Context: an optimization exercise on an open-source flow, tuned for small area, a short achievable clock period and few clock cycles per item. The choices shown serve that exercise and are no tape-out recipe.
Function was checked by simulation only, so behaviour that the tests miss may differ from the original.
Power figures rest on the tool's default switching activity, not on a simulated workload.

## flow/config.mk

```make
export PLATFORM = sky130hd
export DESIGN_NAME = implicit_list_first_fit_allocator
export DESIGN_NICKNAME = implicit_list_first_fit_allocator
export VERILOG_FILES = /design/flow/design.v
export SDC_FILE = /design/flow/constraint.sdc
export NUM_CORES = 4
export LEC_CHECK = 0
export CAP_MARGIN = 20
export CORE_MARGIN = 2
export CORE_UTILIZATION = 45
export SLEW_MARGIN = 20
```

## flow/constraint.sdc

```tcl
create_clock -name core_clock -period 5.5 [get_ports {clk}]
set_input_delay 1.1000 -clock core_clock [delete_from_list [all_inputs] [get_ports {clk}]]
set_output_delay 1.1000 -clock core_clock [all_outputs]
set_load 0.01 [all_outputs]
```

## flow/design.v

```verilog
`timescale 1ns / 1ps
`default_nettype none
module implicit_list_first_fit_allocator (
	input  wire         clk,
	input  wire         arst_n,
	input  wire         cmd_valid,
	output logic        cmd_stall,
	input  wire  [25:0] cmd,
	output logic        rsp_valid,
	input  wire         rsp_stall,
	output logic [13:0] rsp
);
	localparam int HEAP_BYTES   = 4096;
	localparam int HEADER_BYTES = 8;
	localparam int ALIGN_BYTES  = 16;
	localparam int REQ_W        = 13;
	localparam int OFS_W        = 12;
	localparam logic OP_ALLOC = 1'b0;
	localparam logic [1:0] STATUS_OK     = 2'd0;
	localparam logic [1:0] STATUS_NOFIT  = 2'd1;
	localparam logic [1:0] STATUS_BADPTR = 2'd2;
	localparam int UNITS    = HEAP_BYTES / ALIGN_BYTES;    
	localparam int IDX_W    = 8;                           
	localparam int SIZE_W   = IDX_W + 1;
	localparam int ALIGN_SH = 4;                           
	localparam int OFF_W    = IDX_W + ALIGN_SH;
	localparam int CMP_W    = 15;
	localparam int MW       = 13;
	localparam logic [2:0] ST_INIT  = 3'd0;
	localparam logic [2:0] ST_IDLE  = 3'd1;
	localparam logic [2:0] ST_WALK  = 3'd2;
	localparam logic [2:0] ST_SPLIT = 3'd3;
	localparam logic [2:0] ST_MERGE = 3'd4;
	localparam logic [2:0] ST_RESP  = 3'd5;
	logic [2:0]        state_q;
	logic [SIZE_W:0]   mem [0:UNITS-1];
	logic [SIZE_W:0]   rd_data_q;
	logic [IDX_W-1:0]  rd_addr;
	logic              wr_en;
	logic [IDX_W-1:0]  wr_addr;
	logic [SIZE_W:0]   wr_data;
	logic [25:0]       cmd_q;
	logic [IDX_W:0]    idx_q;
	logic [IDX_W-1:0]  prev_idx_q;
	logic [SIZE_W-1:0] prev_units_q;
	logic              prev_free_q;
	logic [SIZE_W-1:0] cur_units_q;
	logic              has_next_q;
	logic [IDX_W-1:0]  split_addr_q;
	logic [SIZE_W-1:0] split_units_q;
	logic [1:0]        status_q;
	logic [OFS_W-1:0]  grant_q;
	logic              rsp_valid_q;
	logic [13:0]       rsp_q;
	wire               cq_op     = cmd_q[25];
	wire [REQ_W-1:0]   cq_req    = cmd_q[24:12];
	wire [OFS_W-1:0]   cq_ofs    = cmd_q[11:0];
	wire               rd_used   = rd_data_q[SIZE_W];
	wire [SIZE_W-1:0]  rd_units  = rd_data_q[SIZE_W-1:0];
	logic [IDX_W:0]    nxt;
	logic [OFF_W-1:0]  hdr_off;
	logic [CMP_W-1:0]  blk_bytes;
	logic [CMP_W-1:0]  need_bytes;
	logic              fit;
	logic              split;
	logic [REQ_W:0]    req_p7;
	logic [SIZE_W-1:0] nb_units;
	logic              take;
	logic              match;
	logic              next_free;
	logic [SIZE_W-1:0] total;
	always_comb begin
		nxt        = idx_q + rd_units;
		hdr_off    = {idx_q[IDX_W-1:0], {ALIGN_SH{1'b0}}};
		blk_bytes  = {{(CMP_W-SIZE_W-ALIGN_SH){1'b0}}, rd_units, {ALIGN_SH{1'b0}}};
		need_bytes = {{(CMP_W-REQ_W){1'b0}}, cq_req} + CMP_W'(HEADER_BYTES);
		fit        = (blk_bytes >= need_bytes) && (blk_bytes >= CMP_W'(ALIGN_BYTES));
		split      = blk_bytes >= (need_bytes + CMP_W'(ALIGN_BYTES));
		req_p7     = {1'b0, cq_req} + 14'd7;
		nb_units   = req_p7[SIZE_W+ALIGN_SH-1:ALIGN_SH] + 1'b1;
		take       = !rd_used && fit;
		match      = ({1'b0, hdr_off} + MW'(HEADER_BYTES)) == {1'b0, cq_ofs};
		next_free  = has_next_q && !rd_used;
		total      = cur_units_q + (next_free ? rd_units : {SIZE_W{1'b0}});
	end
	always_comb begin
		rd_addr = idx_q[IDX_W-1:0];
		wr_en   = 1'b0;
		wr_addr = idx_q[IDX_W-1:0];
		wr_data = '0;
		case (state_q)
			ST_INIT: begin
				wr_en   = 1'b1;
				wr_addr = '0;
				wr_data = {1'b0, SIZE_W'(UNITS)};
			end
			ST_IDLE: begin
				rd_addr = '0;
			end
			ST_WALK: begin
				rd_addr = nxt[IDX_W-1:0];
				if (cq_op == OP_ALLOC && take) begin
					wr_en   = 1'b1;
					wr_data = {1'b1, (split ? nb_units : rd_units)};
				end
			end
			ST_SPLIT: begin
				wr_en   = 1'b1;
				wr_addr = split_addr_q;
				wr_data = {1'b0, split_units_q};
			end
			ST_MERGE: begin
				wr_en = 1'b1;
				if (prev_free_q) begin
					wr_addr = prev_idx_q;
					wr_data = {1'b0, prev_units_q + total};
				end else begin
					wr_data = {1'b0, total};
				end
			end
			default: begin
				rd_addr = idx_q[IDX_W-1:0];
			end
		endcase
	end
	always_ff @(posedge clk) begin
		if (wr_en) begin
			mem[wr_addr] <= wr_data;
		end
		rd_data_q <= mem[rd_addr];
	end
	always_ff @(posedge clk or negedge arst_n) begin
		if (!arst_n) begin
			state_q     <= ST_INIT;
			rsp_valid_q <= 1'b0;
		end else begin
			if (state_q == ST_RESP) begin
				rsp_valid_q <= 1'b1;
			end else if (!rsp_stall) begin
				rsp_valid_q <= 1'b0;
			end
			case (state_q)
				ST_INIT: begin
					state_q <= ST_IDLE;
				end
				ST_IDLE: begin
					if (cmd_valid) begin
						cmd_q       <= cmd;
						idx_q       <= '0;
						prev_free_q <= 1'b0;
						state_q     <= ST_WALK;
					end
				end
				ST_WALK: begin
					if (cq_op == OP_ALLOC) begin
						if (take) begin
							status_q <= STATUS_OK;
							grant_q  <= OFS_W'(hdr_off + OFF_W'(HEADER_BYTES));
							if (split) begin
								split_addr_q  <= idx_q[IDX_W-1:0] + nb_units[IDX_W-1:0];
								split_units_q <= rd_units - nb_units;
								state_q       <= ST_SPLIT;
							end else begin
								state_q <= ST_RESP;
							end
						end else if (nxt == SIZE_W'(UNITS)) begin
							status_q <= STATUS_NOFIT;
							grant_q  <= '0;
							state_q  <= ST_RESP;
						end else begin
							idx_q <= nxt;
						end
					end else begin
						if (match) begin
							cur_units_q <= rd_units;
							has_next_q  <= nxt != SIZE_W'(UNITS);
							status_q    <= STATUS_OK;
							grant_q     <= '0;
							state_q     <= ST_MERGE;
						end else if (nxt == SIZE_W'(UNITS)) begin
							status_q <= STATUS_BADPTR;
							grant_q  <= '0;
							state_q  <= ST_RESP;
						end else begin
							prev_idx_q   <= idx_q[IDX_W-1:0];
							prev_units_q <= rd_units;
							prev_free_q  <= !rd_used;
							idx_q        <= nxt;
						end
					end
				end
				ST_SPLIT: begin
					state_q <= ST_RESP;
				end
				ST_MERGE: begin
					state_q <= ST_RESP;
				end
				ST_RESP: begin
					if (!rsp_valid_q || !rsp_stall) begin
						rsp_q   <= {status_q, grant_q};
						state_q <= ST_IDLE;
					end
				end
				default: begin
					state_q <= ST_IDLE;
				end
			endcase
		end
	end
	assign cmd_stall = state_q != ST_IDLE;
	assign rsp_valid = rsp_valid_q;
	assign rsp       = rsp_q;
endmodule
`default_nettype wire
```

## flow/run.sh

```bash
#!/bin/bash
# synth_recipe.tcl (not shown) runs the flow's synth.tcl, then flattens the netlist and writes it again
# the make line also repeats each setting of config.mk as NAME=value (left out here)
make -C /OpenROAD-flow-scripts/flow DESIGN_CONFIG=/design/flow/config.mk WORK_HOME=/design/flow/orfs CLKGATE_MAP_FILE= SYNTH_SCRIPT=/design/flow/synth_recipe.tcl finish
```

==> run summary <==
==> cell usage after synthesis (51+ instances only) <==
library cell and count:
sky130_fd_sc_hd__nor2_1 70, sky130_fd_sc_hd__mux4_2 555, sky130_fd_sc_hd__nand3_1 135, sky130_fd_sc_hd__clkbuf_1 123, sky130_fd_sc_hd__edfxtp_1 2668, sky130_fd_sc_hd__mux2i_1 103
sky130_fd_sc_hd__nor3_1 290, sky130_fd_sc_hd__buf_2 93, sky130_fd_sc_hd__ha_1 61, sky130_fd_sc_hd__a21oi_1 205, sky130_fd_sc_hd__nand2_1 605, sky130_fd_sc_hd__o21ai_0 51
==> layer usage <==
| metal | vias to the layer above | wire [um] | track usage [%] | part of all wire (%) |
|---|---|---|---|---|
| li1 | 24400 | - | - | - |
| met1 | 31500 | 128000 | 37.7 | 40 |
| met2 | 3589 | 144000 | 39.0 | 44 |
| met3 | 730 | 35300 | 6.39 | 11 |
| met4 | 16 | 16500 | 11.8 | 5.1 |
| met5 | - | 109 | 0 | 0.034 |
==> power groups by stage <==
stage	clock [mW]	combinational (mW)	sequential (mW)
floorplan	0	15.6	26.2
global placement	0	28.1	25.6
detailed placement	0	28.2	25.7
CTS	18.9	28.3	25.2
global route	19.6	29.6	25.2
finish	18.7	28.7	25.2
==> worst paths after layout <==
path | cells past startpoint | start | end | slack, ns
setup reg to reg | 11 | rd_data_q[0] | rd_data_q[1] | 0.21
setup / recovery | 11 | rd_data_q[0] | rd_data_q[1] | 0.21
hold / removal | 0 | status_q[1] | rsp_q[13] | 0.43
hold reg to reg | 0 | status_q[1] | rsp_q[13] | 0.43
max in group asynchronous | 1 | arst_n | rsp_valid_q | 4.76
min in group asynchronous | 1 | arst_n | state_q[2] | 0.44
==> registers in the layout, summed over array words and instances, names as in the netlist <==
name,flops
status_q,2
mem,2560
rd_data_q,10
has_next_q,1
prev_units_q,9
prev_free_q,1
cmd_q,26
rsp_q,14
split_addr_q,8
split_units_q,9
cur_units_q,9
idx_q,9
grant_q,12
state_q,3
rsp_valid_q,1
prev_idx_q,8
==> worst max-delay path: cells and delay by family, from the launching register on <==
kind | cells | cell delay (ns)
adder cells (fa/ha/maj) | 2 | 0.77
AO/OA/AOI/OAI | 3 | 1.30
multiplexers | 3 | 1.22
flip-flops | 1 | 0.47
AND/OR/NAND/NOR | 2 | 0.98
buffers and inverters | 1 | 0.25
==> cell families after synthesis <==
group           Yosys count
xor+xnor                 74
fa+ha+maj                66
compound gates          536
buf+inv                 375
simple gates           1273
mux                     685
flops                  2682
==> layout by cell type, fill, tap and decap left out, types with 70 or more instances in the layout <==
cell type and n:
sky130_fd_sc_hd__mux4_2 555, sky130_fd_sc_hd__buf_4 517, sky130_fd_sc_hd__nor3_2 70, sky130_fd_sc_hd__nand2_1 597
sky130_fd_sc_hd__buf_12 91, sky130_fd_sc_hd__nor3_1 219, sky130_fd_sc_hd__mux2i_1 102, sky130_fd_sc_hd__clkbuf_16 297
sky130_fd_sc_hd__edfxtp_1 2668, sky130_fd_sc_hd__a21oi_1 200, sky130_fd_sc_hd__nand3_1 131
==> final cells by class <==
type	count	share of cell area, %
Sequential cell	2682	64.2
Clock inverter	137	0.982
Inverter	45	0.141
Timing Repair Buffer	656	4.94
Clock buffer	354	6.12
Multi-Input combinational cell	2634	20.5
Tap cell	3167	3.16
Antenna cell	5	0.00999
==> impl_summary.log <==
[metrics] final cell utilization of the core: 52.7%
[metrics] Fmax achieved: 0.189 GHz
[metrics] maximum level of the CTS H-tree: 5
[metrics] Compound-Gate Fraction of Synth Area: 3.30%
[metrics] post-CTS repair timing setup buffer count: 0
[metrics] share of cell area taken by muxes after synthesis: 13.1%
[metrics] Die Ht: 493 um
[metrics] Primary FF master, synth: sky130_fd_sc_hd__edfxtp_1
[metrics] gp weighted congestion: 0.946
[metrics] dominant combinational cell family by area after synthesis: multiplexers
[metrics] effective utilization at floorplan: 45.3%
[metrics] worst clock skew on the final layout: 0.0760 ns
[metrics] unrepaired setup endpoints after global routing: no
[metrics] combinational cell fraction of total power: 39.5%
[metrics] standard cell area after detailed placement: 116,000 sq um
[metrics] Core Area: 238,000 sq um
[metrics] DRT iter0 DRCs: 9,204
[metrics] Total Wirelength: 324 mm
[metrics] arrival time at the worst endpoint: 6.03 ns
[metrics] sequential-to-total area share from yosys stat: 74.7%
[metrics] Max Buffers Root-to-Sink: 4
[metrics] proportion of layout cells with a drive suffix above 1: 26.3%
[metrics] power consumption: 72.6 mW
[metrics] 1st-pass router iterations: 6
[metrics] Hold/Removal Path Class: flip-flop to flip-flop
[metrics] relative contribution of sequential cells to total power: 34.8%
[metrics] number of different library cells in the post-synthesis netlist: 97
[metrics] number of enable-type register cells in the synthesized netlist: 2,668
[metrics] number of pins exceeding their max-slew limit in the final report: 0
[metrics] floorplan die area: 243,000 sq um
[metrics] number of antenna violations at the first check in global routing: 17
[metrics] clock-pin slew reported for the worst setup and hold paths after clock tree synthesis: 0.06 ns
[metrics] slowest CP cell: sky130_fd_sc_hd__or4_1
[metrics] cell type with the largest total area after synthesis: sky130_fd_sc_hd__edfxtp_1
[metrics] number of standard cells in the final layout excluding fillers: 9,680
[metrics] number of global-route vias before repair: 58,800
[metrics] async set-reset flop share out of synthesis: 0.149%
[metrics] post-DR wirelength/cell: 33.4 um
[metrics] Psw: 27.0 mW
[metrics] post-route ant nets: 0
[metrics] insertion delay to the later sink of the worst-skew pair: 0.97 ns
[metrics] port buffer count: 45
[metrics] Rel. slew slack: 23.1%
[metrics] hold buffer count at cts: 0
[metrics] Synthesized Nets: 5,787
[metrics] FF+latch count, synth: 2,682
[metrics] cell repeated most along the worst path: sky130_fd_sc_hd__mux2i_1
[metrics] Mean Syn Cell Area: 18.9 sq um
[metrics] global-route usage over all layers: 26.5%
[metrics] post-synthesis share of cell area spent on full adders, half adders and majority gates: 0.802%
[metrics] post-route design area: 125,000 sq um
[metrics] count of unresolved DRC violations after routing: 0
[metrics] Clock Root Buffer: sky130_fd_sc_hd__clkbuf_16
[metrics] run status: timing/DRC/antenna clean
[metrics] Num Clock Sinks: 2,682
[metrics] final hold violation count: 0
[metrics] nets@finish: 6,405
[metrics] max_cap viols: 0
[metrics] type of element launching the critical path: flip-flop
[metrics] crit share post-route: 96.3%
[metrics] number of instances in the synthesized netlist: 5,691
[metrics] pin count of the biggest net entering global routing: 129
[metrics] critical-path cell list: ha_1 > fa_1 > and4bb_1 > a211o_4 > buf_12 > mux4_2 > mux2i_1 > o22ai_1 > or4_1 > o2bb2ai_1 > mux2i_1
[metrics] final count of negative-setup-slack endpoints: 0
[metrics] category of the most critical setup path: flip-flop to flip-flop
[metrics] detail-routed via count per cell: 6.22
[metrics] Data required, critical path: 6.23 ns
[metrics] largest driver fanout on the critical path: 32
[metrics] Horiz. Die Dim: 493 um
[metrics] clock buffer count from CTS: 290
[metrics] ratio of total power to cell area: 579 nW/um^2
[metrics] total negative slack for setup checks: 0 ns
[metrics] area of all sequential standard cells: 80,400 sq um
[metrics] minimum setup slack after placement: 0.292 ns
[metrics] placed cell count: 9,184
[metrics] basic-gate share of the synthesized area counting and, or, nand and nor cells: 5.43%
[metrics] num ports: 46
[metrics] worst stage delay on the critical path: 0.70 ns
[metrics] worst-case hold slack: 0.431 ns
[metrics] number of filler cells placed in the layout: 18,700
[metrics] largest cells by area after synthesis: sky130_fd_sc_hd__edfxtp_1, sky130_fd_sc_hd__mux4_2, sky130_fd_sc_hd__nand2_1, sky130_fd_sc_hd__nor3_1, sky130_fd_sc_hd__mux2i_1
[metrics] transition time at the pin with the least slew margin: 1.15 ns
[metrics] Worst Setup End Kind: flip-flop
[metrics] total overflow reported by the global router: 0
[metrics] minimum clock period after layout: 5.29 ns
[metrics] Synth warnings: 1
[metrics] clock tree from TritonCTS: yes
[metrics] total via count after detailed routing: 60,200
[metrics] XOR/XNOR Fraction of Synth Area: 0.602%
[metrics] static leakage power: 40.9 nW
[metrics] wire length of the first global-routing pass: 456 mm
[metrics] part of the total power dissipated in the clock network: 25.7%
[metrics] Core Rows: 179
[metrics] cell-internal power: 45.6 mW
[metrics] multi-input logic area: 25,600 sq um
[metrics] worst-case setup margin in the final layout: 0.205 ns
[metrics] fraction of power spent switching nets: 37.2%
[metrics] Resize count post-CTS: 0
[metrics] hpwl dp: 211 mm
[metrics] combined area of all synthesized cells: 108,000 sq um
[metrics] Yosys top cell area share: 74.4%
[metrics] highest ir drop seen on vdd: 0.435 mV
[metrics] synthesis-to-finish area growth: 16.4%
Testbench counts, summed over its fixed seeds: cycles 262,580, items 8,000.

==> afterwards: timing with drivers on the ports <==
How much do the figures lean on ideal ports? The routed layout below was timed once more, with nothing changed but the port constraints. Step 1 assumes that a clkbuf_16 drives the clock port and a buf_2 every other input. Step 2 moves the port delays by t, midway between the first and last clock arrival at a register: inputs arrive t later, outputs are due t later. That takes back most of the time a late clock gives input paths. Three values: ideal ports, drivers, drivers and shift; two values: the first two.
t, ns: 1.014
slack for setup (ns): 0.205 / 0.205 / 0.205
worst register clock-pin slew, ns: 0.07 / 0.07
After both steps setup and hold are still met in this run. For this run, drivers alone change the setup slack by 0.000 ns; drivers and shift together by 0.000 ns.
